Background: an optimization exercise with open tools, aiming at small area, a short achievable clock period and few clock cycles per item. Do not read the settings as production practice.
At most, simulation tests tie the RTL to the original design; equivalence was not proved.
No functional check of the RTL was part of runs 1 and 2.

==> flow/design.v (outline; a module is shown in full before it is edited, if it fits) <==
// module dct8_stream: 2707 lines
// module dct_fa: 10 lines
// module dct_ha: 9 lines
// module dct_addsub: 14 lines
// module dct_carry: 31 lines
// module dct_carry_ci: 13 lines
// module dct_sum: 11 lines
// module dct_sum_co: 12 lines
// module dct_out: 19 lines
module dct8_stream #(
    parameter int IN_W        = 8,
    parameter int OUT_W       = 14,
    parameter int LEVEL_SHIFT = 0
) (
    input  logic                    clk,
    input  logic                    rst,
    input  logic                    en,
    input  logic                    in_valid,
    output logic                    in_ready,
    input  logic [IN_W-1:0]         x0,
    input  logic [IN_W-1:0]         x1,
    input  logic [IN_W-1:0]         x2,
    input  logic [IN_W-1:0]         x3,
    input  logic [IN_W-1:0]         x4,
    input  logic [IN_W-1:0]         x5,
    input  logic [IN_W-1:0]         x6,
    input  logic [IN_W-1:0]         x7,
    output logic                    out_valid,
    input  logic                    out_ready,
    output logic signed [OUT_W-1:0] y0,
    output logic signed [OUT_W-1:0] y1,
    output logic signed [OUT_W-1:0] y2,
    output logic signed [OUT_W-1:0] y3,
    output logic signed [OUT_W-1:0] y4,
    output logic signed [OUT_W-1:0] y5,
    output logic signed [OUT_W-1:0] y6,
    output logic signed [OUT_W-1:0] y7
);
  // ...
==> flow/flow/run.sh <==
#!/bin/bash
# Standard ORFS layout, with repair_timing aiming below the clock period and
# plain buffers on the ports.
set -euo pipefail
bash standard.sh SETUP_SLACK_MARGIN=7 "BUFFER_PORTS_ARGS=-buffer_cell sky130_fd_sc_hd__buf_2" finish > standard_flow.log 2>&1
==> flow/standard.sh <==
#!/bin/bash
# synth_recipe.tcl (not shown) runs the flow's synth.tcl, then flattens the netlist and writes it again
# the make line also repeats each setting of config.mk as NAME=value (left out here)
make -C /OpenROAD-flow-scripts/flow DESIGN_CONFIG=/design/flow/config.mk WORK_HOME=/design/flow/orfs CLKGATE_MAP_FILE= SYNTH_SCRIPT=/design/flow/synth_recipe.tcl "${@:-finish}"
==> flow/config.mk <==
export PLATFORM = sky130hd
export DESIGN_NAME = dct8_stream
export DESIGN_NICKNAME = dct8_stream
export VERILOG_FILES = /design/flow/design.v
export SDC_FILE = /design/flow/constraint.sdc
export NUM_CORES = 4
export LEC_CHECK = 0
export CAP_MARGIN = 20
export CORE_MARGIN = 2
export CORE_UTILIZATION = 50
export SLEW_MARGIN = 20
export SYNTH_HIERARCHICAL = 1
==> flow/constraint.sdc <==
create_clock -name core_clock -period 12.0 [get_ports {clk}]
set_input_delay 2.4000 -clock core_clock [delete_from_list [all_inputs] [get_ports {clk}]]
set_output_delay 2.4000 -clock core_clock [all_outputs]
set_load 0.01 [all_outputs]
==> summary.md, run 1 <==
| Metric | Value |
|---|---|
| Status | `complete, no violations` |
| Hold Vio Cnt, Final | `0` |
| Final worst-path cycle share | `0.411` |
| Crit-path cells | `inv_1, ha_1, a21oi_1, nor2_1, or3_1, o22ai_1, buf_4, ha_1, fa_1, inv_1, fa_1, fa_1, inv_1, ha_1, fa_2, a21o_1, a21oi_2, xnor2_1` |
| Sequential area share after synthesis | `0.212` |
| Total wire length | `approximately 84000 um` |
| Max reg flops | `64` |
| Setup TNS | `0 ps` |
| Synth area leader | `fa_1` |
| Slew HR | `0.438` |
| CTS max path bufs | `3` |
| Worst hold slack | `501 ps` |
| Post-CTS sizing | `7` |
| Skew-Pair Late Insertion Delay | `between 500 and 600 ps` |
| Synth Flop Type | `edfxtp_1` |
| Final Max Tran Viols | `0` |
| Fin crit period | `~5000 ps` |
| Final nets | `between 4000 and 5000` |
| DP Cell Count | `about 4000` |
==> run 2: changes to the inputs <==
==> flow/flow/run.sh (replaced) <==
#!/bin/bash
# Standard ORFS layout, with repair_timing aiming below the clock period and
# plain buffers on the ports.
set -euo pipefail
bash standard.sh SETUP_SLACK_MARGIN=7.4 "BUFFER_PORTS_ARGS=-buffer_cell sky130_fd_sc_hd__buf_2" finish > standard_flow.log 2>&1
==> summary.md, run 2 <==
| Metric | Value |
|---|---|
| Status | `complete, no violations` |
| Port Buffers | `178` |
| Post-synth EDFFs | `between 200 and 250` |
| Die Wd | `roughly 270 um` |
| Slowest CP cell | `fa_1` |
| Antenna cells | `0` |
| Initial Util | `0.505` |
| Hold Crit Class | `reg -> reg` |
| Worst hold slack | `500 ps (-0.829 ps)` |
| Die area | `0.0727 mm2` |
| Slew HR | `0.349 (-0.0885)` |
| CTS H-tree lvls | `2` |
| CTS tree | `done` |
| Drt initial violations | `1115` |
| Area growth, synth to finish | `13.8%` |
| Maximum clock frequency | `approximately 220 MHz` |
| Via density | `between 5 and 6` |
| DP Cell Count | `3998 (-0.025%)` |
| Post-DP HPWL | `about 65000 um` |
| Synth Cell Area | `0.0353 mm2` |
| GP Congestion | `slightly below 0.9` |
| Final nets | `4278 (+1.3%)` |
| Setup ws final | `7420 ps` |
| Global-route wire length before repair | `between 100000 and 150000 um` |
| Number of global-route vias before repair | `approximately 25000` |
| Met1 usage | `0.330` |
| Synth Flop Type | `edfxtp_1` |
| Worst Skew | `~16 ps` |
| Commonest non-fill, non-tap cell in the layout | `fa_1` |
| CP required | `approximately 12000 ps` |
| WP data arrival | `between 4000 and 5000 ps` |
| M2 GR Usage | `0.394` |
| Hold Vio Cnt, Final | `0 (unchanged)` |
| Boundary Pins | `183` |
| Final worst-path cycle share | `0.382 (-0.0289)` |
| Critical path type | `reg -> reg` |
| CTS max path bufs | `3 (unchanged)` |
| Num CTS Buffers | `35` |
| RSZ-0062 raised after global routing | `true` |
| Mapped Cells | `2854` |
| Post-DR wirelength/cell | `between 20 and 25 um` |
| Startpoint types | `flop` |
| Busiest grt layer | `met2` |
| Critical Path Max Stage Delay | `roughly 500 ps` |
| DRT Pass-1 Iters | `5` |
| CP max FO | `5` |
| Seq cells post-synth | `around 270` |
| Share of cells above drive strength 1 | `0.197` |
| Total track usage | `0.242` |
| Initial antenna violation count | `4` |
| Final Max Tran Viols | `0 (unchanged)` |
| Top-area cell type share of the netlist area | `0.423` |
| Skew-Pair Late Insertion Delay | `570 ps (about the same)` |
| Met3 layer usage reported by global route | `0.0588` |
| Ys Warns | `between 60 and 70` |
| Largest net degree at the start of global routing | `67` |
| Clk slew on worst S/H paths | `60 ps` |
| Max reg flops | `64 (unchanged)` |
| Synth unique cells | `between 80 and 90` |
| Fin crit period | `4580 ps (-347 ps)` |
| Layout Cells excl Fill | `approximately 4100` |
| # DRC | `0` |
| GRT Residual Overflow | `0` |
| Crit-path cells | `inv_1, ha_2, inv_2, nor3_4, a311oi_4, xnor2_4, fa_2, fa_1, inv_2, fa_1, fa_1, inv_2, fa_2, a21o_1, a21oi_2, xnor2_1` |
| DRT antenna net count | `0` |
| Dpl ws | `6740 ps` |
| Maxcap violations | `0` |
| Slew @ Worst Pin | `about 980 ps` |
| Largest register by flop count | `sk` |
| Synth Area per Inst | `between 10 and 15 um2` |
| Synth area leader | `fa_1` |
| Final Setup Violations | `0` |
| Root Buffer Master | `clkbuf_16` |
| Synth async-reset ratio | `0` |
| Delay-heaviest family, CP | `adder cells` |
| Sequential area share after synthesis | `0.212 (unchanged)` |
| Commonest cells post-synth | `745 x fa_1, 589 x inv_1, 284 x ha_1` |
| CTS Hold Buffers Added | `0` |
| Count leader, synth | `fa_1` |
| Rows | `between 90 and 100` |
| Largest cells by area after synthesis | `fa_1 42%, edfxtp_1 17%, ha_1 10%` |
| Total wire length | `84300 um (+0.71%)` |
| Buf/Inv on CP | `4` |
| Most frequent cells in the layout | `699 x fa_1, 576 x inv_1, 258 x ha_1, 204 x edfxtp_1, 178 x buf_2` |
| Setup TNS | `0 ps (unchanged)` |
| Core box area | `between 0.06 and 0.07 mm2` |
| Crit. End Element | `flop` |
| Die height | `approximately 270 um` |
| Clk sinks | `between 200 and 300` |
| Via count | `22115` |
[run 2: area by class of cell]
type | instances | area (um2)
timing repair buffer | 310 | 2060
fill | 5847 | 29700
clock inverter | 15 | 150
inverter | 590 | 2230
clock buffer | 46 | 1000
multi-input combinational | 1972 | 26100
tap | 940 | 1180
sequential | 271 | 7470
[run 2: what timing repair did]
item / in CTS / in global routing
endpoints found under the setup margin: 33 / 49
setup buffers: 22 / 63
pin swaps: 16 / 33
gates resized for setup: 36 / 89
[run 2: worst paths after layout]
path	start	end	slack [ps]	cells after the start
setup / recovery	a3_r[6]	t6_u0r[4]	7420	16
setup reg to reg	a3_r[6]	t6_u0r[4]	7420	16
hold reg to reg	sk[7][5]	sk[7][5]	500	1
hold / removal	sk[7][5]	sk[7][5]	500	1
[run 2: metal layers]
layer	part of all wire	vias to the layer above
met1	0.43	11478
met4	0.023	2
met2	0.47	580
li1	-	9931
met5	0.00011	-
met3	0.069	124
[run 2: modules after synthesis, one instance, submodules excluded, excerpt]
module / cells inside / copies in the design / flops+latches / cell area (um2)
dct8_stream: 806 / 1 / 271 / 10500
dct_fa: 1 / 719 / 0 / 20.0
dct_ha: 1 / 68 / 0 / 12.5
dct_out: 29 / 8 / 0 / 208
[run 2: stage by stage]
| stage | cell area, um2 | util |
|---|---|---|
| after floorplan | 35700 | - |
| after global placement | 37800 | 0.540 |
| after detailed placement | 37800 | 0.540 |
| after CTS | 39300 | 0.562 |
| after global routing | 40200 | 0.574 |
| final | 40200 | 0.574 |
[run 2: cells by family (layout without fill, tap and decap cells)]
family,count (synthesis),in the layout,synth area share
other,2,20,0.000213
adder cells (fa/ha/maj),1036,1036,0.526
buffers and inverters,629,961,0.0713
XOR/XNOR,142,142,0.0352
flip-flops,271,271,0.212
AND/OR/NAND/NOR,309,309,0.0502
multiplexers,72,72,0.0227
AO/OA/AOI/OAI,393,393,0.0831
==> module dct_carry, before the edit <==
module dct_carry #(
    parameter int         W  = 8,
    parameter logic [W-1:0] IA = '0,
    parameter logic [W-1:0] IB = '0
) (
    input  logic [W-1:0] a,
    input  logic [W-1:0] b,
    output logic         co
);
    localparam int L = $clog2(W);
    logic [W-1:0] ae, be;
    logic [W-1:0] g [L+1];
    logic [W-1:0] t [L+1];
    assign ae   = a ^ IA;
    assign be   = b ^ IB;
    assign g[0] = ae & be;
    assign t[0] = ae | be;
    for (genvar l = 0; l < L; l++) begin : g_lvl
        for (genvar i = 0; i < W; i++) begin : g_bit
            if (((i >> l) & 1) == 1) begin : g_op
                localparam int J = ((i >> l) << l) - 1;
                assign g[l+1][i] = g[l][i] | (t[l][i] & g[l][J]);
                assign t[l+1][i] = t[l][i] & t[l][J];
            end else begin : g_pass
                assign g[l+1][i] = g[l][i];
                assign t[l+1][i] = t[l][i];
            end
        end
    end
    assign co = g[L][W-1];
endmodule
==> run 3: changes to the inputs <==
--- a/flow/design.v
+++ b/flow/design.v
@@ -2748,5 +2748,5 @@
     output logic         co
 );
-    localparam int L = $clog2(W);
+    localparam int L = (W <= 1) ? 0 : (W <= 2) ? 1 : (W <= 4) ? 2 : (W <= 8) ? 3 : (W <= 16) ? 4 : 5;
     logic [W-1:0] ae, be;
     logic [W-1:0] g [L+1];
--- a/flow/config.mk
+++ b/flow/config.mk
@@ -11,2 +11,3 @@
 export SLEW_MARGIN = 20
 export SYNTH_HIERARCHICAL = 1
+export TNS_END_PERCENT = 0
==> summary.md, run 3 <==
| Metric | Value |
|---|---|
| Commonest cells post-synth | `745 x fa_1, 589 x inv_1, 284 x ha_1` |
| # DRC | `0 (unchanged)` |
| Clk slew on worst S/H paths | `60 ps (about the same)` |
| WP data arrival | `5030 ps (+140 ps)` |
| Final nets | `4226 (-1.2%)` |
| GP Congestion | `0.870 (-0.18%)` |
| DP Cell Count | `4006 (+0.20%)` |
| Boundary Pins | `183 (unchanged)` |
| DRT Pass-1 Iters | `5 (unchanged)` |
| GRT Residual Overflow | `0 (unchanged)` |
| Commonest non-fill, non-tap cell in the layout | `fa_1` |
| Post-DR wirelength/cell | `20.7 um (+1.6%)` |
| Largest register by flop count | `sk` |
| Largest cells by area after synthesis | `fa_1 42%, edfxtp_1 17%, ha_1 10%` |
| Share of cells above drive strength 1 | `0.159 (-0.0372)` |
| Total wire length | `84700 um (+0.42%)` |
| Critical path type | `reg -> reg` |
| Slew @ Worst Pin | `937 ps (-39.0 ps)` |
| Synth Flop Type | `edfxtp_1` |
| Met3 layer usage reported by global route | `0.0465 (-0.0123)` |
| Status | `complete, no violations` |
| DRT antenna net count | `0 (unchanged)` |
| CP max FO | `13 (+8)` |
| M2 GR Usage | `0.405 (+0.0105)` |
| Sequential area share after synthesis | `0.212 (unchanged)` |
| Fin crit period | `4720 ps (+135 ps)` |
| Skew-Pair Late Insertion Delay | `580 ps (about the same)` |
| Worst Skew | `39.2 ps (+23.4 ps)` |
| Largest net degree at the start of global routing | `70 (+4.5%)` |
| Synth async-reset ratio | `0 (unchanged)` |
| Post-synth EDFFs | `204 (unchanged)` |
| CTS H-tree lvls | `2 (unchanged)` |
| Maximum clock frequency | `212 MHz (-2.9%)` |
| Core box area | `0.0699 mm2 (unchanged)` |
| Maxcap violations | `0 (unchanged)` |
| Die Wd | `270 um (unchanged)` |
| Rows | `97 (unchanged)` |
| RSZ-0062 raised after global routing | `true` |
| CP required | `12310 ps (about the same)` |
| Count leader, synth | `fa_1` |
| Drt initial violations | `1262 (+13%)` |
| Layout Cells excl Fill | `4095 (-1.2%)` |
| Seq cells post-synth | `271 (unchanged)` |
| Root Buffer Master | `clkbuf_16` |
| Ys Warns | `61 (unchanged)` |
| CTS max path bufs | `3 (unchanged)` |
| Area growth, synth to finish | `11.3%` |
| Top-area cell type share of the netlist area | `0.423 (unchanged)` |
| Mapped Cells | `2854 (unchanged)` |
| Worst hold slack | `497 ps (-2.69 ps)` |
| Busiest grt layer | `met2` |
| Port Buffers | `178 (unchanged)` |
| CTS tree | `done` |
| Via density | `5.37 (+0.62%)` |
| Synth area leader | `fa_1` |
| Slew HR | `0.375 (+0.0260)` |
| Crit. End Element | `flop` |
| Final Setup Violations | `0 (unchanged)` |
| Startpoint types | `flop` |
| Initial Util | `0.505 (unchanged)` |
| Setup TNS | `0 ps (unchanged)` |
| Met1 usage | `0.337 (+0.00752)` |
| Die area | `0.0727 mm2 (unchanged)` |
| Synth Area per Inst | `12.4 um2 (unchanged)` |
| Synth unique cells | `83 (unchanged)` |
| Final worst-path cycle share | `0.393 (+0.0113)` |
| Global-route wire length before repair | `137000 um (+1.1%)` |
| Via count | `21989 (-0.57%)` |
| Final Max Tran Viols | `0 (unchanged)` |
| Max reg flops | `64 (unchanged)` |
| Number of global-route vias before repair | `24667 (-0.40%)` |
| Hold Vio Cnt, Final | `0 (unchanged)` |
| Die height | `270 um (unchanged)` |
| Most frequent cells in the layout | `729 x fa_1, 584 x inv_1, 276 x ha_1, 204 x edfxtp_1, 178 x buf_2` |
| Antenna cells | `0 (unchanged)` |
| Initial antenna violation count | `2 (-2)` |
| Num CTS Buffers | `35 (unchanged)` |
| Post-DP HPWL | `66300 um (+1.4%)` |
| Total track usage | `0.245 (+0.00276)` |
| Synth Cell Area | `0.0353 mm2 (unchanged)` |
| Hold Crit Class | `reg -> reg` |
| Clk sinks | `271 (unchanged)` |
## run 3: changes by cell type in the layout (fill, tap and decap cells not counted), sizes merged
cell,change
buf,-52
clkbuf,+5
clkinv,-4
bufinv,+2
clkinvlp,-2
inv,+2
## run 3: layout make-up
cell class | instances | area, um2
flip-flops and latches | 271 | 7470
inverters | 590 | 2220
multi-input cells | 1972 | 25600
clock inverters | 13 | 195
well taps | 940 | 1180
fillers | 5957 | 30600
repair buffers | 258 | 1520
clock buffers | 51 | 1060
## run 3: layer usage
metal  wire, um  up-vias
li1           -     9816
met1      36400    11441
met2      41100      612
met3       5330      120
met4       1930        0
met5          0        -
## run 3: per-module statistics from Yosys, one instance, submodules excluded, a selection
module | flops+latches | area, um2 | copies in the design
dct8_stream | 271 | 10500 | 1
dct_out | 0 | 208 | 8
dct_fa | 0 | 20.0 | 719
dct_ha | 0 | 12.5 | 68
## run 3: stage by stage
step                utilization  cell area (um2)  setup WS (ps)
floorplan                     -            35400           6550
detailed placement        0.537            37600           6680
global route              0.562            39300           7120
global placement          0.537            37600           6770
CTS                       0.561            39200           7300
finish                    0.562            39300           7280
## run 3: repair_timing
action | CTS | global route
hold buffers | 0 | 0
setup endpoints to repair | 42 | 59
setup buffers | 25 | 0
pin swaps | 20 | 3
cloned | 0 | 0
hold endpoints to repair | 0 | 0
resized for setup | 49 | 11
## run 3: cell families after synthesis
logic type               synth area share
XOR/XNOR                           0.0352
AND/OR/NAND/NOR                    0.0502
adder cells (fa/ha/maj)             0.526
multiplexers                       0.0227
flip-flops                          0.212
other                            0.000213
buffers and inverters              0.0713
AO/OA/AOI/OAI                      0.0831
## run 3: final timing paths
path	slack, ps	cells past startpoint	to	startpoint
worst max-delay path	7280	11	t7_u0r[4]	b2_r[7]
worst min-delay path	500	1	sk[6][5]	sk[6][5]
worst max register to register	7280	11	t7_u0r[4]	b2_r[7]
worst min register to register	500	1	sk[6][5]	sk[6][5]
## run 3: worst max-delay path: stages, from the launching register on
cell and delay (ps):
edfxtp_1 650, buf_6 320, fa_1 480, fa_1 520
fa_1 440, fa_1 540, fa_1 420, ha_1 250
fa_1 400, a21o_1 190, a21oi_1 170, xnor2_1 80
Testbench counts of run 3, summed over its fixed seeds: cycles 1,040, items 1,024.
==> run 4: changes to the inputs <==
--- a/flow/config.mk
+++ b/flow/config.mk
@@ -11,3 +11,2 @@
 export SLEW_MARGIN = 20
 export SYNTH_HIERARCHICAL = 1
-export TNS_END_PERCENT = 0
==> summary.md, run 4 <==
| Metric | Value |
|---|---|
| Status | `complete, no violations` |
| Rows | `97 (unchanged)` |
| Top-area cell type share of the netlist area | `0.423 (unchanged)` |
| Setup TNS | `0 ps (unchanged)` |
| Boundary Pins | `183 (unchanged)` |
| Global-route wire length before repair | `136000 um (-1.1%)` |
| Final Setup Violations | `0 (unchanged)` |
| Maximum clock frequency | `218 MHz (+2.9%)` |
| CP required | `12310 ps (about the same)` |
| WP data arrival | `4890 ps (-140 ps)` |
| Delay-heaviest family, CP | `adder cells` |
| Port Buffers | `178 (unchanged)` |
| Max reg flops | `64 (unchanged)` |
| DRT Pass-1 Iters | `5 (unchanged)` |
| Via count | `22115 (+0.57%)` |
| Synth Flop Type | `edfxtp_1` |
| R2r setup slk | `7420 ps (+140 ps)` |
| Slowest CP cell | `fa_1` |
| Setup ws final | `7420 ps (+135 ps)` |
| Antenna cells | `0 (unchanged)` |
| Crit. End Element | `flop` |
| DP Cell Count | `3998 (-0.20%)` |
| CTS max path bufs | `3 (unchanged)` |
| Synth unique cells | `83 (unchanged)` |
| Met3 layer usage reported by global route | `0.0588 (+0.0123)` |
| CTS H-tree lvls | `2 (unchanged)` |
| Die height | `270 um (unchanged)` |
| Busiest grt layer | `met2` |
| Ys Warns | `61 (unchanged)` |
| Post-DR wirelength/cell | `20.4 um (-1.6%)` |
| Worst Skew | `15.8 ps (-23.4 ps)` |
| Count leader, synth | `fa_1` |
| Initial antenna violation count | `4 (+2)` |
| Hold Crit Class | `reg -> reg` |
| M2 GR Usage | `0.394 (-0.0105)` |
| Mapped Cells | `2854 (unchanged)` |
| Final Max Tran Viols | `0 (unchanged)` |
| Clk sinks | `271 (unchanged)` |
| Drt initial violations | `1115 (-12%)` |
| CTS tree | `done` |
| # DRC | `0 (unchanged)` |
| Area growth, synth to finish | `13.8%` |
| Hold Vio Cnt, Final | `0 (unchanged)` |
| Maxcap violations | `0 (unchanged)` |
| Crit-path cells | `inv_1, ha_2, inv_2, nor3_4, a311oi_4, xnor2_4, fa_2, fa_1, inv_2, fa_1, fa_1, inv_2, fa_2, a21o_1, a21oi_2, xnor2_1` |
| Final nets | `4278 (+1.2%)` |
| GP Congestion | `0.872 (+0.18%)` |
| Dpl ws | `6740 ps (+61.5 ps)` |
| Num CTS Buffers | `35 (unchanged)` |
| Post-DP HPWL | `65400 um (-1.4%)` |
| Critical path type | `reg -> reg` |
| Clk slew on worst S/H paths | `60 ps (about the same)` |
| Buf/Inv on CP | `4 (+3)` |
| Sequential area share after synthesis | `0.212 (unchanged)` |
| Largest net degree at the start of global routing | `67 (-4.3%)` |
| Root Buffer Master | `clkbuf_16` |
| Die Wd | `270 um (unchanged)` |
| Critical Path Max Stage Delay | `500 ps (-150 ps)` |
| Synth Area per Inst | `12.4 um2 (unchanged)` |
| Slew @ Worst Pin | `976 ps (+39.0 ps)` |
| Post-synth EDFFs | `204 (unchanged)` |
| Via density | `5.34 (-0.62%)` |
| Met1 usage | `0.330 (-0.00752)` |
| Commonest cells post-synth | `745 x fa_1, 589 x inv_1, 284 x ha_1` |
| Number of global-route vias before repair | `24767 (+0.41%)` |
| Core box area | `0.0699 mm2 (unchanged)` |
| Slew HR | `0.349 (-0.0260)` |
| CP max FO | `5 (-8)` |
| Largest cells by area after synthesis | `fa_1 42%, edfxtp_1 17%, ha_1 10%` |
| Most frequent cells in the layout | `699 x fa_1, 576 x inv_1, 258 x ha_1, 204 x edfxtp_1, 178 x buf_2` |
| RSZ-0062 raised after global routing | `true` |
| Layout Cells excl Fill | `4144 (+1.2%)` |
| Startpoint types | `flop` |
| DRT antenna net count | `0 (unchanged)` |
| Synth async-reset ratio | `0 (unchanged)` |
| Fin crit period | `4580 ps (-135 ps)` |
| CTS Hold Buffers Added | `0 (unchanged)` |
| Seq cells post-synth | `271 (unchanged)` |
| Final worst-path cycle share | `0.382 (-0.0113)` |
| Total wire length | `84300 um (-0.42%)` |
| Share of cells above drive strength 1 | `0.197 (+0.0372)` |
| Synth area leader | `fa_1` |
| GRT Residual Overflow | `0 (unchanged)` |
| Total track usage | `0.242 (-0.00276)` |
| Die area | `0.0727 mm2 (unchanged)` |
| Initial Util | `0.505 (unchanged)` |
| Skew-Pair Late Insertion Delay | `570 ps (about the same)` |
| Largest register by flop count | `sk` |
| Synth Cell Area | `0.0353 mm2 (unchanged)` |
| Commonest non-fill, non-tap cell in the layout | `fa_1` |
run 4: cell families after synthesis:
kind of cell / count (synthesis) / share of synthesized area
compound gates: 393 / 0.0831
xor+xnor: 142 / 0.0352
fa+ha+maj: 1036 / 0.526
buf+inv: 629 / 0.0713
flops: 271 / 0.212
mux: 72 / 0.0227
other cells: 2 / 0.000213
simple gates: 309 / 0.0502
run 4: path summary, 6_finish.rpt:
check | startpoint | end | depth (start not counted)
min | sk[7][5] | sk[7][5] | 1
min reg2reg | sk[7][5] | sk[7][5] | 1
max | a3_r[6] | t6_u0r[4] | 16
max reg2reg | a3_r[6] | t6_u0r[4] | 16
run 4: modules after synthesis, one instance, submodules excluded, excerpt:
module / flops+latches / cells
dct8_stream: 271 / 806
dct_fa: 0 / 1
dct_out: 0 / 29
dct_ha: 0 / 1
run 4: cell type report:
cell class                 count  area, um2
fill                        5847      29700
multi-input combinational   1972      26100
sequential                   271       7470
inverter                     590       2230
timing repair buffer         310       2060
tap                          940       1180
clock buffer                  46       1000
clock inverter                15        150
run 4: through the flow:
step,util,instance area [um2],hold WS [ps]
2_1_floorplan,-,35700,465
3_3_place_gp,0.540,37800,480
3_5_place_dp,0.540,37800,484
4_1_cts,0.562,39300,499
5_1_grt,0.574,40200,523
6_report,0.574,40200,500
run 4: repair_timing:
| action | in CTS | in global routing |
|---|---|---|
| pin swaps | 16 | 33 |
| buffers inserted | 22 | 63 |
| hold endpoints to repair | 0 | 0 |
| resized for setup | 36 | 89 |
| endpoints found under the setup margin | 33 | 49 |
run 4: metal layers:
metal,wire [um],share of wire,vias to the layer above
li1,-,-,9931
met1,36600,0.43,11478
met2,40100,0.47,580
met3,5790,0.069,124
met4,1930,0.023,2
met5,9,0.00011,-
==> run 5: changes to the inputs <==
--- a/flow/config.mk
+++ b/flow/config.mk
@@ -6,4 +6,5 @@
 export NUM_CORES = 4
 export LEC_CHECK = 0
+export ABC_AREA = 1
 export CAP_MARGIN = 20
 export CORE_MARGIN = 2
==> summary.md, run 5 <==
| Metric | Value |
|---|---|
| Clk sinks | `271 (unchanged)` |
| Global-route wire length before repair | `136000 um (+0.28%)` |
| Share of cells above drive strength 1 | `0.107 (-0.0895)` |
| Slew HR | `0.359 (+0.00980)` |
| Critical path type | `reg -> reg` |
| Post-DR wirelength/cell | `16.9 um (-17%)` |
| CTS Hold Buffers Added | `0 (unchanged)` |
| Worst Skew | `35.1 ps (+19.3 ps)` |
| Synth unique cells | `34 (-59%)` |
| Skew-Pair Late Insertion Delay | `580 ps (about the same)` |
| Initial Util | `0.507 (+0.00208)` |
| Fin crit period | `4450 ps (-134 ps)` |
| Post-synth EDFFs | `204 (unchanged)` |
| Num CTS Buffers | `36 (+2.9%)` |
| GP Congestion | `0.860 (-1.4%)` |
| Hold EP | `sk[6][4]` |
| Status | `complete, no violations` |
| R2R cell count | `19 (+3)` |
| FILL cells | `6501 (+11%)` |
| Largest register by flop count | `sk` |
| CTS H-tree lvls | `2 (unchanged)` |
| Hold Vio Cnt, Final | `0 (unchanged)` |
| Maxcap violations | `0 (unchanged)` |
| Crit. End Element | `flop` |
| Commonest non-fill, non-tap cell in the layout | `nand2_1` |
| Final Max Tran Viols | `0 (unchanged)` |
| R2r endpoint | `t6_u0r[4]` |
| Synth Flop Type | `edfxtp_1` |
| RSZ-0062 raised after global routing | `true` |
| Top-area cell type share of the netlist area | `0.410 (-0.0131)` |
| CP required | `12330 ps (+20 ps)` |
| R2r setup slk | `7550 ps (+130 ps)` |
| # DRC | `0 (unchanged)` |
| Hold Crit Class | `reg -> reg` |
| Ys Warns | `61 (unchanged)` |
| Synth async-reset ratio | `0 (unchanged)` |
| DRT Pass-1 Iters | `5 (unchanged)` |
| Sequential area share after synthesis | `0.205 (-0.00658)` |
| CTS tree | `done` |
| Worst R2R Start | `a3_r[0]` |
| Most frequent cells in the layout | `900 x nand2_1, 833 x inv_1, 724 x fa_1, 279 x ha_1, 204 x edfxtp_1` |
| Rows | `98 (+1.0%)` |
| Core box area | `0.0719 mm2 (+2.8%)` |
| Antenna cells | `0 (unchanged)` |
| Boundary Pins | `183 (unchanged)` |
| Port Buffers | `178 (unchanged)` |
| Synth Cell Area | `0.0364 mm2 (+3.2%)` |
| Clk slew on worst S/H paths | `60 ps (about the same)` |
| Number of global-route vias before repair | `25496 (+2.9%)` |
| DRT antenna net count | `0 (unchanged)` |
| Mapped Cells | `3723 (+30%)` |
| GRT Residual Overflow | `0 (unchanged)` |
| Synth Area per Inst | `9.78 um2 (-21%)` |
| Post-DP HPWL | `65700 um (+0.50%)` |
| WP data arrival | `4780 ps (-110 ps)` |
| Largest net degree at the start of global routing | `73 (+9.0%)` |
| Final Setup Violations | `0 (unchanged)` |
| Max reg flops | `64 (unchanged)` |
| Total track usage | `0.239 (-0.00347)` |
| Hold Path Origin | `sk[6][4]` |
| Count leader, synth | `nand2_1` |
| Total wire length | `84300 um (-0.10%)` |
| Post-layout util | `0.562 (-0.0123)` |
| Largest cells by area after synthesis | `fa_1 41%, edfxtp_1 17%, ha_1 9.8%` |
| Root Buffer Master | `clkbuf_16` |
| Final nets | `5093 (+19%)` |
| Die area | `0.0750 mm2 (+3.2%)` |
| Slew @ Worst Pin | `961 ps (-14.7 ps)` |
| Die height | `274 um (+1.6%)` |
| Die Wd | `274 um (+1.6%)` |
| Maximum clock frequency | `225 MHz (+3.0%)` |
| CTS max path bufs | `3 (unchanged)` |
| Drt initial violations | `1252 (+12%)` |
| Synth area leader | `fa_1` |
| Seq cells post-synth | `271 (unchanged)` |
| Area growth, synth to finish | `10.9%` |
| Hold Path Cell Cnt | `2 (+1)` |
| Setup TNS | `0 ps (unchanged)` |
| Final worst-path cycle share | `0.371 (-0.0112)` |
| Initial antenna violation count | `0 (-4)` |
| Startpoint types | `flop` |
| Via density | `4.87 (-8.7%)` |
| CP max FO | `4 (-1)` |
| Commonest cells post-synth | `909 x nand2_1, 837 x inv_1, 745 x fa_1` |
| Via count | `24237 (+9.6%)` |
## run 5: cell count changes after synthesis, sizes merged, moves of 35 or more
cell,before,now
o211ai,37,0
mux2,64,0
inv,589,841
nor2b,35,0
o21ai,68,14
xnor2,84,28
nor2,74,192
nand3,33,151
nand2,56,937
## run 5: per-module statistics from Yosys (local to each module, per instance), excerpt
module / times used / flops+latches / area (um2) / cells inside
dct_fa: 719 / 0 / 20.0 / 1
dct8_stream: 1 / 271 / 10600 / 950
dct_ha: 68 / 0 / 12.5 / 1
dct_out: 8 / 0 / 209 / 37
## run 5: worst max path at each step
stage / start / to / slack [ps] / cells past startpoint
floorplan: b0_r[7] / t7_c5r / 7410 / 13
global placement: a3_r[0] / t6_u0r[4] / 7110 / 19
detailed placement: a3_r[0] / t6_u0r[4] / 7080 / 19
CTS: a3_r[3] / t6_u0r[4] / 7340 / 18
global route: a3_r[4] / t2_u0r[4] / 7330 / 18
finish: a3_r[0] / t6_u0r[4] / 7550 / 19
## run 5: layout make-up
cell class / instances / area, um2 / area share
multi-input combinational: 2588 / 25800 / 0.637
sequential: 271 / 7470 / 0.185
inverter: 843 / 3180 / 0.0786
timing repair buffer: 255 / 1510 / 0.0375
tap: 950 / 1190 / 0.0294
clock buffer: 46 / 1010 / 0.0250
clock inverter: 20 / 289 / 0.00715
## run 5: cell families after synthesis
group | synth area share
AND/OR/NAND/NOR | 0.160
adder cells (fa/ha/maj) | 0.507
buffers and inverters | 0.0966
flip-flops | 0.205
AO/OA/AOI/OAI | 0.0122
XOR/XNOR | 0.0188
other | 0.000206
## run 5: through the flow
step | instance area [um2] | setup slack, ps | std cells | hold slack (ps)
floorplan | 36500 | 7410 | 3748 | 445
global placement | 38600 | 7110 | 4877 | 461
detailed placement | 38600 | 7080 | 4877 | 464
CTS | 40000 | 7340 | 4946 | 481
global route | 40400 | 7330 | 4973 | 502
finish | 40400 | 7550 | 4973 | 478
## run 5: critical path, cell delays in order (launching register included)
cell and delay (ps):
edfxtp_1 510, ha_4 230, fa_2 350, inv_1 60
nand2_1 50, nand2_2 70, nand3_1 100, nand3_2 110
nand2_4 70, fa_1 430, fa_1 490, inv_1 50
fa_1 440, fa_1 490, inv_1 70, fa_2 410
nand2_1 80, nand2_1 60, nand3_1 60, nand2_1 50
## run 5: layer usage
metal / vias to the layer above / share of wire / global-route usage
li1: 11676 / - / -
met1: 11949 / 0.41 / 0.305
met2: 477 / 0.51 / 0.416
met3: 135 / 0.049 / 0.0377
met4: 0 / 0.033 / 0.0789
met5: - / 0 / 0
## run 5: timing repair
action / CTS / global route
endpoints found under the setup margin: 13 / 28
setup buffers: 3 / 27
gates resized for setup: 14 / 46
pin swaps: 1 / 7
==> run 6: changes to the inputs <==
--- a/flow/config.mk
+++ b/flow/config.mk
@@ -6,5 +6,4 @@
 export NUM_CORES = 4
 export LEC_CHECK = 0
-export ABC_AREA = 1
 export CAP_MARGIN = 20
 export CORE_MARGIN = 2
@@ -12,2 +11,3 @@
 export SLEW_MARGIN = 20
 export SYNTH_HIERARCHICAL = 1
+export TNS_END_PERCENT = 30
==> summary.md, run 6 <==
| Metric | Value |
|---|---|
| Synth Cell Area | `0.0353 mm2 (-3.1%)` |
| Synth Area per Inst | `12.4 um2 (+26%)` |
| Seq cells post-synth | `271 (unchanged)` |
| Mapped Cells | `2854 (-23%)` |
| Total wire length | `86300 um (+2.4%)` |
| Ys Warns | `61 (unchanged)` |
| CP max FO | `2 (-2)` |
| Slew @ Worst Pin | `1040 ps (+76.8 ps)` |
| Boundary Pins | `183 (unchanged)` |
| Clk sinks | `271 (unchanged)` |
| Die Wd | `270 um (-1.5%)` |
| RSZ-0062 raised after global routing | `true` |
| CTS max path bufs | `3 (unchanged)` |
| Slew HR | `0.308 (-0.0512)` |
| Clk slew on worst S/H paths | `60 ps (about the same)` |
| Count leader, synth | `fa_1` |
| Status | `complete, no violations` |
| Hold EP | `sk[6][4]` |
| Largest net degree at the start of global routing | `69 (-5.5%)` |
| CTS Hold Buffers Added | `0 (unchanged)` |
| CTS tree | `done` |
| Via count | `22417 (-7.5%)` |
| Worst R2R Start | `a3_r[0]` |
| Startpoint types | `flop` |
| Delay-heaviest family, CP | `adder cells` |
| Drt initial violations | `1210 (-3.4%)` |
| DRT antenna net count | `0 (unchanged)` |
| Hold Path Cell Cnt | `1 (-1)` |
| Crit. End Element | `flop` |
| Synth Flop Type | `edfxtp_1` |
| FILL cells | `5763 (-11%)` |
| Commonest non-fill, non-tap cell in the layout | `fa_1` |
| Setup TNS | `0 ps (unchanged)` |
| Die height | `270 um (-1.5%)` |
| Post-layout util | `0.583 (+0.0206)` |
| GRT Residual Overflow | `0 (unchanged)` |
| Final Max Tran Viols | `0 (unchanged)` |
| Fin crit period | `4830 ps (+384 ps)` |
| Hold Vio Cnt, Final | `0 (unchanged)` |
| DP Area | `0.0376 mm2 (-2.8%)` |
| Synth area leader | `fa_1` |
| Most frequent cells in the layout | `711 x fa_1, 571 x inv_1, 267 x ha_1, 204 x edfxtp_1, 178 x buf_2` |
| # DRC | `0 (unchanged)` |
| Final Setup Violations | `0 (unchanged)` |
| Synth async-reset ratio | `0 (unchanged)` |
| Number of global-route vias before repair | `24918 (-2.3%)` |
| Crit-path cells | `ha_2, fa_2, nor2b_2, o22a_1, a311oi_2, xnor2_1, buf_6, fa_2, fa_1, inv_1, fa_1, fa_1, inv_2, fa_2, a21o_1, a21oi_2, xnor2_1` |
| WP data arrival | `5140 ps (+360 ps)` |
| Buf/Inv on CP | `3 (unchanged)` |
| Synth unique cells | `83 (+140%)` |
| Slowest CP cell | `fa_1` |
| Die area | `0.0727 mm2 (-3.1%)` |
| Total track usage | `0.247 (+0.00755)` |
| Critical path type | `reg -> reg` |
| DRT Pass-1 Iters | `5 (unchanged)` |
| Final worst-path cycle share | `0.403 (+0.0320)` |
| Commonest cells post-synth | `745 x fa_1, 589 x inv_1, 284 x ha_1` |
| R2R cell count | `17 (-2)` |
| Max reg flops | `64 (unchanged)` |
| Skew-Pair Late Insertion Delay | `570 ps (about the same)` |
| Largest cells by area after synthesis | `fa_1 42%, edfxtp_1 17%, ha_1 10%` |
| Sequential area share after synthesis | `0.212 (+0.00658)` |
| Maxcap violations | `0 (unchanged)` |
| Area growth, synth to finish | `15.5%` |
| Maximum clock frequency | `207 MHz (-7.9%)` |
| Port Buffers | `178 (unchanged)` |
| Top-area cell type share of the netlist area | `0.423 (+0.0131)` |
| Post-DR wirelength/cell | `20.5 um (+21%)` |
| GP Congestion | `0.897 (+4.3%)` |
| Rows | `97 (-1.0%)` |
| Worst Skew | `19.2 ps (-15.8 ps)` |
| R2r endpoint | `t6_u0r[4]` |
| Initial antenna violation count | `2 (+2)` |
| Share of cells above drive strength 1 | `0.200 (+0.0925)` |
| Hold Crit Class | `reg -> reg` |
| Critical Path Max Stage Delay | `520 ps (about the same)` |
| Largest register by flop count | `sk` |
| Root Buffer Master | `clkbuf_16` |
| Final nets | `4325 (-15%)` |
| Post-DP HPWL | `66400 um (+0.99%)` |
| Fin area | `0.0407 mm2 (+0.85%)` |
| Via density | `5.34 (+9.6%)` |
| Core box area | `0.0699 mm2 (-2.7%)` |
| CTS H-tree lvls | `2 (unchanged)` |
| Initial Util | `0.505 (-0.00208)` |
| Global-route wire length before repair | `138000 um (+0.87%)` |
| Num CTS Buffers | `37 (+2.8%)` |
| R2r setup slk | `7170 ps (-380 ps)` |
| Hold Path Origin | `sk[6][4]` |
| Post-synth EDFFs | `204 (unchanged)` |
| CP required | `12310 ps (-20 ps)` |
[run 6: modules after synthesis (local to each module, per instance), excerpt]
| module | copies in the design | cell area [um2] | cells |
|---|---|---|---|
| dct_fa | 719 | 20.0 | 1 |
| dct_out | 8 | 208 | 29 |
| dct_ha | 68 | 12.5 | 1 |
| dct8_stream | 1 | 10500 | 806 |
[run 6: worst max path at each step]
| stage | startpoint | to | slack, ps | cells after the start |
|---|---|---|---|---|
| floorplan | a3_r[1] | t6_u0r[4] | 6550 | 15 |
| global placement | a3_r[1] | t6_u0r[4] | 6730 | 16 |
| detailed placement | a3_r[1] | t6_u0r[4] | 6610 | 16 |
| CTS | a1_r[6] | t6_u0r[4] | 7180 | 17 |
| global route | a3_r[0] | t6_c5r | 7050 | 17 |
| finish | a3_r[0] | t6_u0r[4] | 7170 | 17 |
[run 6: logic make-up after synthesis]
logic type | synth area share
other | 0.000213
xor gates and xnor gates | 0.0352
adders and majority gates | 0.526
AOI/OAI and AO/OA | 0.0831
DFF | 0.212
muxes | 0.0227
buffers and inverters | 0.0713
and+or+nand+nor | 0.0502
[run 6: final cells by class]
cell class                 count  area [um2]  area share
antenna                        2        5.00    0.000123
tap                          940        1180      0.0289
clock inverter                20         225     0.00553
clock buffer                  48        1080      0.0266
inverter                     590        2240      0.0550
sequential                   271        7470       0.183
multi-input combinational   1972       25800       0.633
timing repair buffer         355        2740      0.0672
[run 6: timing repair]
action,CTS,global route
cloned,0,2
buffers inserted,24,97
pin swaps,24,30
gates resized for setup,43,164
endpoints found under the setup margin,42,72
[run 6: routing by layer]
| layer | global-route usage | share of wire | up-vias | wire length [um] |
|---|---|---|---|---|
| met4 | 0.0725 | 0.027 | 2 | 2350 |
| li1 | - | - | 10027 | - |
| met5 | 0 | 0.000093 | - | 8 |
| met2 | 0.403 | 0.48 | 601 | 41700 |
| met1 | 0.331 | 0.42 | 11663 | 36600 |
| met3 | 0.0546 | 0.065 | 124 | 5580 |
[run 6: per-stage QoR]
stage / instances / setup slack (ps) / hold WS [ps]
2_1_floorplan: 2872 / 6550 / 465
6_report: 4198 / 7170 / 493
5_1_grt: 4197 / 7050 / 519
4_1_cts: 4097 / 7180 / 499
3_5_place_dp: 4005 / 6610 / 486
3_3_place_gp: 4005 / 6730 / 482
==> run 7: changes to the inputs <==
--- a/flow/config.mk
+++ b/flow/config.mk
@@ -8,6 +8,5 @@
 export CAP_MARGIN = 20
 export CORE_MARGIN = 2
-export CORE_UTILIZATION = 50
+export CORE_UTILIZATION = 45
 export SLEW_MARGIN = 20
 export SYNTH_HIERARCHICAL = 1
-export TNS_END_PERCENT = 30
==> summary.md, run 7 <==
| Metric | Value |
|---|---|
| Largest cells by area after synthesis | `fa_1 42%, edfxtp_1 17%, ha_1 10%` |
| Most frequent cells in the layout | `699 x fa_1, 576 x inv_1, 257 x ha_1, 204 x edfxtp_1, 178 x buf_2` |
| GP Congestion | `0.886 (-1.1%)` |
| Slew HR | `0.375 (+0.0676)` |
| Final Setup Violations | `0 (unchanged)` |
| Post-synth EDFFs | `204 (unchanged)` |
| Drt initial violations | `1275 (+5.4%)` |
| Slew @ Worst Pin | `937 ps (-101 ps)` |
| Multi-input gate area | `0.0261 mm2 (+1.2%)` |
| Core box area | `0.0776 mm2 (+11%)` |
| Post-DR wirelength/cell | `19.8 um (-3.5%)` |
| GRT Residual Overflow | `0 (unchanged)` |
| Number of global-route vias before repair | `24574 (-1.4%)` |
| Commonest cells post-synth | `745 x fa_1, 589 x inv_1, 284 x ha_1` |
| DRT Pass-1 Iters | `6 (+1)` |
| Final nets | `4278 (-1.1%)` |
| Maximum clock frequency | `217 MHz (+4.8%)` |
| Hold Crit Class | `reg -> reg` |
| DRT antenna net count | `0 (unchanged)` |
| Seq cells post-synth | `271 (unchanged)` |
| # DRC | `0 (unchanged)` |
| Port Buffers | `178 (unchanged)` |
| Status | `complete, no violations` |
| Initial antenna violation count | `2 (unchanged)` |
| Crit. End Element | `flop` |
| Startpoint types | `flop` |
| Synth Cell Area | `0.0353 mm2 (unchanged)` |
| Synth Area per Inst | `12.4 um2 (unchanged)` |
| Synth async-reset ratio | `0 (unchanged)` |
| Num CTS Buffers | `35 (-5.4%)` |
| Maxcap violations | `0 (unchanged)` |
| CTS H-tree lvls | `2 (unchanged)` |
| Area growth, synth to finish | `14.4%` |
| FILL cells | `6791 (+18%)` |
| Sequential Area | `0.00747 mm2 (unchanged)` |
| Skew-Pair Late Insertion Delay | `580 ps (about the same)` |
| Count leader, synth | `fa_1` |
| Global-route wire length before repair | `136000 um (-1.1%)` |
| Slowest CP cell | `fa_2` |
| Critical path type | `reg -> reg` |
| CTS tree | `done` |
| Commonest non-fill, non-tap cell in the layout | `fa_1` |
| Total wire length | `84200 um (-2.3%)` |
| Via count | `22240 (-0.79%)` |
| Final worst-path cycle share | `0.384 (-0.0185)` |
| Fin crit period | `4610 ps (-222 ps)` |
| Ys Warns | `61 (unchanged)` |
| Largest net degree at the start of global routing | `68 (-1.4%)` |
| Boundary Pins | `183 (unchanged)` |
| Die Wd | `284 um (+5.3%)` |
| Clk slew on worst S/H paths | `60 ps (about the same)` |
| Top-area cell type share of the netlist area | `0.423 (unchanged)` |
| Sequential area share after synthesis | `0.212 (unchanged)` |
| Synth Flop Type | `edfxtp_1` |
| Post-DP HPWL | `65600 um (-1.1%)` |
| Hold Vio Cnt, Final | `0 (unchanged)` |
| Most frequent CP cell | `fa_1` |
| Crit-path cells | `buf_6, fa_2, fa_1, fa_1, fa_1, inv_1, fa_1, ha_2, inv_1, fa_2, nand2b_4, a21oi_2, xor2_1` |
| Max reg flops | `64 (unchanged)` |
| Worst Skew | `33.4 ps (+14.1 ps)` |
| WP data arrival | `5010 ps (-130 ps)` |
| Via density | `5.24 (-2.0%)` |
| Critical Path Max Stage Delay | `640 ps (+120 ps)` |
| Setup TNS | `0 ps (unchanged)` |
| CP max FO | `5 (+3)` |
| CP required | `12400 ps (+90 ps)` |
| Rows | `102 (+5.2%)` |
| Synth area leader | `fa_1` |
| Initial Util | `0.455 (-0.0500)` |
| Synth unique cells | `83 (unchanged)` |
| Largest register by flop count | `sk` |
| CTS max path bufs | `3 (unchanged)` |
| Mapped Cells | `2854 (unchanged)` |
| Die height | `284 um (+5.3%)` |
| Die area | `0.0807 mm2 (+11%)` |
| Total track usage | `0.217 (-0.0297)` |
| Share of cells above drive strength 1 | `0.200 (about the same)` |
| RSZ-0062 raised after global routing | `true` |
| Final Max Tran Viols | `0 (unchanged)` |
| Root Buffer Master | `clkbuf_16` |
| Clk sinks | `271 (unchanged)` |
run 7: cell counts after synthesis:
Identical to the previous run, type by type.
run 7: what timing repair did:
action	in CTS	in global routing
buffers inserted	31	56
pin swaps	16	50
gates resized for setup	40	85
setup endpoints to repair	47	62
hold buffers	0	0
run 7: layout make-up:
| type | instances | area share |
|---|---|---|
| Antenna cell | 1 | 0.0000620 |
| Clock buffer | 44 | 0.0243 |
| Clock inverter | 20 | 0.00509 |
| Inverter | 590 | 0.0552 |
| Multi-Input combinational cell | 1972 | 0.647 |
| Sequential cell | 271 | 0.185 |
| Tap cell | 1040 | 0.0322 |
| Timing Repair Buffer | 310 | 0.0508 |
run 7: logic make-up (layout without fill, tap and decap cells):
kind of cell    Yosys count  after routing  share of synthesized area
simple gates            309            309                     0.0502
other cells               2             21                   0.000213
flops                   271            271                      0.212
mux                      72             72                     0.0227
fa+ha+maj              1036           1036                      0.526
compound gates          393            393                     0.0831
xor+xnor                142            142                     0.0352
buf+inv                 629            964                     0.0713
run 7: metal layers:
| layer | wire length, um | vias up | track usage |
|---|---|---|---|
| met1 | 38100 | 11610 | 0.311 |
| met4 | 1620 | 0 | 0.0430 |
| met2 | 39500 | 588 | 0.348 |
| met3 | 4940 | 103 | 0.0380 |
| met5 | 0 | - | 0 |
| li1 | - | 9939 | - |
run 7: critical path: cells and delay by family, from the launching register on:
kind	cells	cell delay (ps)
XOR/XNOR	1	190
flip-flops	1	520
AND/OR/NAND/NOR	1	160
adder cells (fa/ha/maj)	7	3150
buffers and inverters	3	280
AO/OA/AOI/OAI	1	140
run 7: through the flow:
step | utilization | setup slack, ps | hold slack (ps) | cells | area (um2)
after CTS | 0.510 | 7380 | 505 | 4191 | 39600
after floorplan | - | 7090 | 465 | 2872 | 35700
final | 0.520 | 7390 | 504 | 4248 | 40300
after detailed placement | 0.488 | 6440 | 491 | 4096 | 37900
after global routing | 0.520 | 7190 | 518 | 4247 | 40300
after global placement | 0.488 | 6520 | 481 | 4096 | 37900
run 7: final timing paths:
path | from | endpoint | slack, ps | cells after the start
setup / recovery | a3_r[5] | t0_u0r[4] | 7390 | 13
hold / removal | sk[7][5] | sk[7][5] | 500 | 1
setup reg to reg | a3_r[5] | t0_u0r[4] | 7390 | 13
hold reg to reg | sk[7][5] | sk[7][5] | 500 | 1
run 7: modules after synthesis, one instance, submodules excluded, a selection:
| module | flops+latches | cell area (um2) | copies in the design |
|---|---|---|---|
| dct_ha | 0 | 12.5 | 68 |
| dct8_stream | 271 | 10500 | 1 |
| dct_out | 0 | 208 | 8 |
| dct_fa | 0 | 20.0 | 719 |
==> run 8: changes to the inputs <==
==> flow/flow/run.sh (replaced) <==
#!/bin/bash
# Standard ORFS layout, with repair_timing aiming below the clock period and
# plain buffers on the ports.
set -euo pipefail
bash standard.sh SETUP_SLACK_MARGIN=7.7 "BUFFER_PORTS_ARGS=-buffer_cell sky130_fd_sc_hd__buf_2" finish > standard_flow.log 2>&1
--- a/flow/config.mk
+++ b/flow/config.mk
@@ -8,5 +8,5 @@
 export CAP_MARGIN = 20
 export CORE_MARGIN = 2
-export CORE_UTILIZATION = 45
+export CORE_UTILIZATION = 50
 export SLEW_MARGIN = 20
 export SYNTH_HIERARCHICAL = 1
==> summary.md, run 8 <==
| Metric | Value |
|---|---|
| Dpl ws | `6700 ps (+254 ps)` |
| Seq cells post-synth | `271 (unchanged)` |
| DRT Pass-1 Iters | `8 (+2)` |
| Startpoint types | `flop` |
| Slew HR | `0.377 (+0.00113)` |
| Post-synth EDFFs | `204 (unchanged)` |
| Mapped Cells | `2854 (unchanged)` |
| Final Setup Violations | `0 (unchanged)` |
| CTS max path bufs | `3 (unchanged)` |
| Top-area cell type share of the netlist area | `0.423 (unchanged)` |
| Synth async-reset ratio | `0 (unchanged)` |
| Die area | `0.0727 mm2 (-9.9%)` |
| Final Max Tran Viols | `0 (unchanged)` |
| Crit. End Element | `flop` |
| Port Buffers | `178 (unchanged)` |
| Hold Vio Cnt, Final | `0 (unchanged)` |
| Synth Cell Area | `0.0353 mm2 (unchanged)` |
| Post-DR wirelength/cell | `20.9 um (+5.2%)` |
| Root Buffer Master | `clkbuf_16` |
| Boundary Pins | `183 (unchanged)` |
| Via count | `23138 (+4.0%)` |
| Synth Area per Inst | `12.4 um2 (unchanged)` |
| DRT antenna net count | `0 (unchanged)` |
| Post-layout util | `0.625 (+0.105)` |
| # DRC | `0 (unchanged)` |
| Ys Warns | `61 (unchanged)` |
| Die height | `270 um (-5.1%)` |
| GP Congestion | `0.867 (-2.2%)` |
| Worst Skew | `30.1 ps (-3.28 ps)` |
| Total wire length | `91100 um (+8.1%)` |
| Initial Util | `0.505 (+0.0500)` |
| Skew-Pair Late Insertion Delay | `580 ps (about the same)` |
| Largest cells by area after synthesis | `fa_1 42%, edfxtp_1 17%, ha_1 10%` |
| Synth unique cells | `83 (unchanged)` |
| Slew @ Worst Pin | `935 ps (-1.70 ps)` |
| Synth area leader | `fa_1` |
| Drt initial violations | `1323 (+3.8%)` |
| Critical path type | `reg -> reg` |
| Clk slew on worst S/H paths | `60 ps (about the same)` |
| Synth Flop Type | `edfxtp_1` |
| WP data arrival | `4990 ps (-20 ps)` |
| Rows | `97 (-4.9%)` |
| CTS tree | `done` |
| Most frequent cells in the layout | `608 x fa_1, 542 x inv_1, 251 x buf_4, 221 x ha_1, 204 x edfxtp_1` |
| Fin area | `0.0437 mm2 (+8.4%)` |
| Core box area | `0.0699 mm2 (-9.9%)` |
| Status | `complete, no violations` |
| Via density | `5.30 (+1.2%)` |
| Area growth, synth to finish | `23.9%` |
| CTS Hold Buffers Added | `0 (unchanged)` |
| Clk sinks | `271 (unchanged)` |
| Largest register by flop count | `sk` |
| Final worst-path cycle share | `0.389 (+0.00528)` |
| Global-route wire length before repair | `143000 um (+5.2%)` |
| CP max FO | `6 (+1)` |
| Fin crit period | `4670 ps (+63.4 ps)` |
| Largest net degree at the start of global routing | `71 (+4.4%)` |
| Total track usage | `0.258 (+0.0409)` |
| RSZ-0062 raised after global routing | `true` |
| Sequential area share after synthesis | `0.212 (unchanged)` |
| Hold Crit Class | `reg -> reg` |
| CTS H-tree lvls | `2 (unchanged)` |
| Setup TNS | `0 ps (unchanged)` |
| Max reg flops | `64 (unchanged)` |
| CP required | `12320 ps (-80 ps)` |
| Commonest non-fill, non-tap cell in the layout | `fa_1` |
| GRT Residual Overflow | `0 (unchanged)` |
| Num CTS Buffers | `35 (unchanged)` |
| Initial antenna violation count | `0 (-2)` |
| Commonest cells post-synth | `745 x fa_1, 589 x inv_1, 284 x ha_1` |
| Maximum clock frequency | `214 MHz (-1.4%)` |
| Setup ws final | `7330 ps (-63.4 ps)` |
| Maxcap violations | `0 (unchanged)` |
| Post-DP HPWL | `65900 um (+0.46%)` |
| DP Area | `0.0383 mm2 (+1.0%)` |
| Number of global-route vias before repair | `25747 (+4.8%)` |
| Final nets | `4495 (+5.1%)` |
| Die Wd | `270 um (-5.1%)` |
| Share of cells above drive strength 1 | `0.313 (+0.114)` |
| Count leader, synth | `fa_1` |
==> run 8: per-stage QoR <==
step / hold slack (ps) / instances
after floorplan: 465 / 2872
after global placement: 484 / 3998
after detailed placement: 486 / 3998
after CTS: 498 / 4238
after global routing: 504 / 4364
final: 498 / 4365
==> run 8: critical path, cell delays in order (launching register included) <==
cell and delay, ps:
edfxtp_1 510, ha_4 220, fa_2 350, nor2b_2 130, buf_4 110, o211ai_1 100, a211o_2 380, o311ai_4 180
fa_1 530, fa_2 550, inv_2 40, fa_2 340, ha_4 180, fa_2 390, a21o_1 180, a21oi_2 140
xnor2_1 70
==> run 8: modules after synthesis, one instance, submodules excluded, excerpt <==
| module | flops+latches | cells |
|---|---|---|
| dct8_stream | 271 | 806 |
| dct_out | 0 | 29 |
| dct_ha | 0 | 1 |
| dct_fa | 0 | 1 |
==> run 8: path summary, 6_finish.rpt <==
kind | start | to | slack (ps) | depth (start not counted)
worst min-delay path | sk[6][6] | sk[6][6] | 500 | 1
worst max register to register | a3_r[0] | t2_u0r[4] | 7330 | 16
worst min register to register | sk[6][6] | sk[6][6] | 500 | 1
worst max-delay path | a3_r[0] | t2_u0r[4] | 7330 | 16
==> run 8: cell families (layout without fill, tap and decap cells) <==
kind of cell	after synthesis	after routing	share of synthesized area
mux	72	72	0.0227
fa+ha+maj	1036	1036	0.526
simple gates	309	309	0.0502
flops	271	271	0.212
compound gates	393	393	0.0831
xor+xnor	142	142	0.0352
buf+inv	629	1181	0.0713
other cells	2	21	0.000213
==> run 8: metal layers <==
metal,GRT usage,wire length [um],vias up
li1,-,-,10373
met1,0.309,34300,12050
met2,0.468,48300,533
met3,0.0428,4700,182
met4,0.0912,3730,0
met5,0,0,-
==> run 8: timing repair <==
action | CTS | global route
endpoints found under the setup margin | 115 | 117
setup buffers | 171 | 125
pin swaps | 136 | 168
gates resized for setup | 226 | 177
cloned | 5 | 1
==> run 8: final cells by class <==
type | instances | area, um2
antenna | 1 | 2.50
clock buffer | 45 | 955
clock inverter | 19 | 243
fill | 5559 | 26200
inverter | 590 | 2240
multi-input combinational | 1972 | 27100
sequential | 271 | 7470
tap | 940 | 1180
timing repair buffer | 527 | 4510
==> run 9: changes to the inputs <==
==> flow/flow/run.sh (replaced) <==
#!/bin/bash
# Standard ORFS layout, with repair_timing aiming below the clock period and
# plain buffers on the ports.
set -euo pipefail
bash standard.sh SETUP_SLACK_MARGIN=7.0 "BUFFER_PORTS_ARGS=-buffer_cell sky130_fd_sc_hd__buf_2" finish > standard_flow.log 2>&1
--- a/flow/config.mk
+++ b/flow/config.mk
@@ -11,2 +11,3 @@
 export SLEW_MARGIN = 20
 export SYNTH_HIERARCHICAL = 1
+export TNS_END_PERCENT = 0
==> summary.md, run 9 <==
| Metric | Value |
|---|---|
| Skew-Pair Late Insertion Delay | `570 ps (about the same)` |
| Crit. End Element | `flop` |
| CTS Hold Buffers Added | `0 (unchanged)` |
| Status | `complete, no violations` |
| Final Setup Violations | `0 (unchanged)` |
| Synth Area per Inst | `12.4 um2 (unchanged)` |
| Commonest non-fill, non-tap cell in the layout | `fa_1` |
| Most frequent cells in the layout | `743 x fa_1, 588 x inv_1, 283 x ha_1, 204 x edfxtp_1, 178 x buf_2` |
| Core box area | `0.0699 mm2 (unchanged)` |
| Maximum clock frequency | `203 MHz (-5.2%)` |
| Critical path type | `reg -> reg` |
| Initial antenna violation count | `1 (+1)` |
| Largest register by flop count | `sk` |
| Ys Warns | `61 (unchanged)` |
| Post-DR wirelength/cell | `20.7 um (-0.92%)` |
| Slew @ Worst Pin | `912 ps (-23.4 ps)` |
| Antenna cells | `0 (-1)` |
| Final Max Tran Viols | `0 (unchanged)` |
| Setup TNS | `0 ps (unchanged)` |
| Drt initial violations | `1486 (+12%)` |
| Mapped Cells | `2854 (unchanged)` |
| Global-route wire length before repair | `137000 um (-4.6%)` |
| Count leader, synth | `fa_1` |
| Startpoint types | `flop` |
| Clk sinks | `271 (unchanged)` |
| Slowest CP cell | `fa_1` |
| GRT Residual Overflow | `0 (unchanged)` |
| Initial Util | `0.505 (unchanged)` |
| Final worst-path cycle share | `0.411 (+0.0214)` |
| Number of global-route vias before repair | `24758 (-3.8%)` |
| Max reg flops | `64 (unchanged)` |
| Top-area cell type share of the netlist area | `0.423 (unchanged)` |
| Worst hold slack | `500 ps (+2.76 ps)` |
| Slew HR | `0.392 (+0.0156)` |
| Final nets | `4223 (-6.1%)` |
| Delay-heaviest family, CP | `adder cells` |
| CTS H-tree lvls | `2 (unchanged)` |
| Hold Crit Class | `reg -> reg` |
| Worst Skew | `29.8 ps (-0.301 ps)` |
| Commonest cells post-synth | `745 x fa_1, 589 x inv_1, 284 x ha_1` |
| Largest cells by area after synthesis | `fa_1 42%, edfxtp_1 17%, ha_1 10%` |
| Die Wd | `270 um (unchanged)` |
| Synth async-reset ratio | `0 (unchanged)` |
| Synth area leader | `fa_1` |
| Root Buffer Master | `clkbuf_16` |
| Total track usage | `0.244 (-0.0140)` |
| GP Congestion | `0.885 (+2.1%)` |
| DRT antenna net count | `0 (unchanged)` |
| Seq cells post-synth | `271 (unchanged)` |
| Clk slew on worst S/H paths | `60 ps (about the same)` |
| RSZ-0062 raised after global routing | `true` |
| Die area | `0.0727 mm2 (unchanged)` |
| # DRC | `0 (unchanged)` |
| Critical Path Max Stage Delay | `510 ps (-40 ps)` |
| Via count | `22028 (-4.8%)` |
| Num CTS Buffers | `36 (+2.9%)` |
| Fin crit period | `4930 ps (+257 ps)` |
| Buf/Inv on CP | `3 (+1)` |
| Post-synth EDFFs | `204 (unchanged)` |
| CTS tree | `done` |
| Rows | `97 (unchanged)` |
| Boundary Pins | `183 (unchanged)` |
| Sequential area share after synthesis | `0.212 (unchanged)` |
| Total wire length | `84600 um (-7.1%)` |
| Most frequent CP cell | `fa_1` |
| Share of cells above drive strength 1 | `0.147 (-0.166)` |
| Crit-path cells | `ha_4, fa_2, nor2b_2, o22a_1, a311oi_2, xnor2_1, buf_6, fa_1, fa_1, inv_1, fa_1, fa_1, inv_1, ha_1, a211o_1, o211ai_1, a21oi_1` |
| Hold Vio Cnt, Final | `0 (unchanged)` |
| Port Buffers | `178 (unchanged)` |
| Synth unique cells | `83 (unchanged)` |
| DRT Pass-1 Iters | `5 (-3)` |
| CP max FO | `7 (+1)` |
| Post-DP HPWL | `66900 um (+1.5%)` |
| Dpl ws | `6620 ps (-76.0 ps)` |
| Synth Flop Type | `edfxtp_1` |
| CP required | `12310 ps (about the same)` |
| Area growth, synth to finish | `10.6%` |
| WP data arrival | `5240 ps (+250 ps)` |
| Synth Cell Area | `0.0353 mm2 (unchanged)` |
| Maxcap violations | `0 (unchanged)` |
| Via density | `5.38 (+1.6%)` |
| Die height | `270 um (unchanged)` |
| Setup ws final | `7070 ps (-257 ps)` |
| Largest net degree at the start of global routing | `67 (-5.6%)` |
| CTS max path bufs | `3 (unchanged)` |
run 9: final timing paths:
path | start | endpoint | slack, ps | depth (start not counted)
max | a3_r[0] | t6_c5r | 7070 | 17
max reg2reg | a3_r[0] | t6_c5r | 7070 | 17
min | sk[6][5] | sk[6][5] | 500 | 1
min reg2reg | sk[6][5] | sk[6][5] | 500 | 1
run 9: Yosys stat by module, one instance, submodules excluded, excerpt:
module       flip-flops and latches  times used  cell area, um2
dct8_stream                     271           1           10500
dct_out                           0           8             208
dct_fa                            0         719            20.0
dct_ha                            0          68            12.5
run 9: worst reg2reg max path: stages (launching register included):
cell and delay [ps]:
edfxtp_1 490, ha_4 220, fa_2 360, nor2b_2 150, o22a_1 190, a311oi_2 110, xnor2_1 160, buf_6 150
fa_1 450, fa_1 510, inv_1 60, fa_1 450, fa_1 500, inv_1 80, ha_1 300, a211o_1 330
o211ai_1 90, a21oi_1 90
run 9: cell type report:
| class | count | area [um2] |
|---|---|---|
| clock buffer | 45 | 987 |
| clock inverter | 19 | 180 |
| fill | 5939 | 30900 |
| inverter | 590 | 2220 |
| multi-input combinational | 1972 | 25500 |
| sequential | 271 | 7470 |
| tap | 940 | 1180 |
| timing repair buffer | 254 | 1490 |
run 9: timing repair:
action	CTS	global route
pin swaps	0	4
endpoints found under the setup margin	9	12
gates resized for setup	3	19
buffers inserted	1	20
run 9: logic make-up (layout without fill, tap and decap cells):
family	count (synthesis)	count (layout)	synth area share
and+or+nand+nor	309	309	0.0502
xor gates and xnor gates	142	142	0.0352
other	2	20	0.000213
muxes	72	72	0.0227
AOI/OAI and AO/OA	393	393	0.0831
buffers and inverters	629	908	0.0713
DFF	271	271	0.212
adders and majority gates	1036	1036	0.526
run 9: routing by layer:
| layer | vias to the layer above | global-route usage | part of all wire |
|---|---|---|---|
| li1 | 9810 | - | - |
| met1 | 11467 | 0.332 | 0.43 |
| met2 | 611 | 0.402 | 0.48 |
| met3 | 138 | 0.0416 | 0.058 |
| met4 | 2 | 0.0737 | 0.032 |
| met5 | - | 0 | 0.00015 |
run 9: through the flow:
step                cells  utilization  instance area (um2)
global route         4091        0.558                39000
detailed placement   4006        0.537                37600
floorplan            2872            -                35400
finish               4091        0.558                39000
CTS                  4071        0.555                38800
global placement     4006        0.537                37600

[separate check: timing with driven ports]
The flow's constraints put no driver on any port. The routed layouts listed below were extracted and timed again, unchanged, in two steps.
Step 1 sets driving cells, clkbuf_16 on the clock port and buf_2 on the other inputs (assumed; they add their load-dependent delay and slew).
Step 2 times the ports against the registers' clock, not the clock port: input delays grow and output delays shrink by t, the midpoint of the rising clock arrivals with the driver on.
Three values: no drivers, after step 1, after step 2; two values: the first two.
run	t (ns)	setup slack, ns	pins driven straight from the clock port
run 1	0.621	7.071 / 7.071 / 6.869	1
run 2	0.623	7.418 / 7.418 / 6.877	1
run 3	0.620	7.283 / 7.283 / 6.810	1
run 4	0.623	7.418 / 7.418 / 6.877	1
run 5	0.626	7.552 / 7.547 / 7.253	1
run 6	0.627	7.169 / 7.169 / 6.905	1
run 7	0.627	7.391 / 7.391 / 6.970	1
run 8	0.627	7.327 / 7.327 / 7.115	1
run 9	0.619	7.070 / 7.070 / 6.863	1
After both steps every run listed still meets setup and hold.
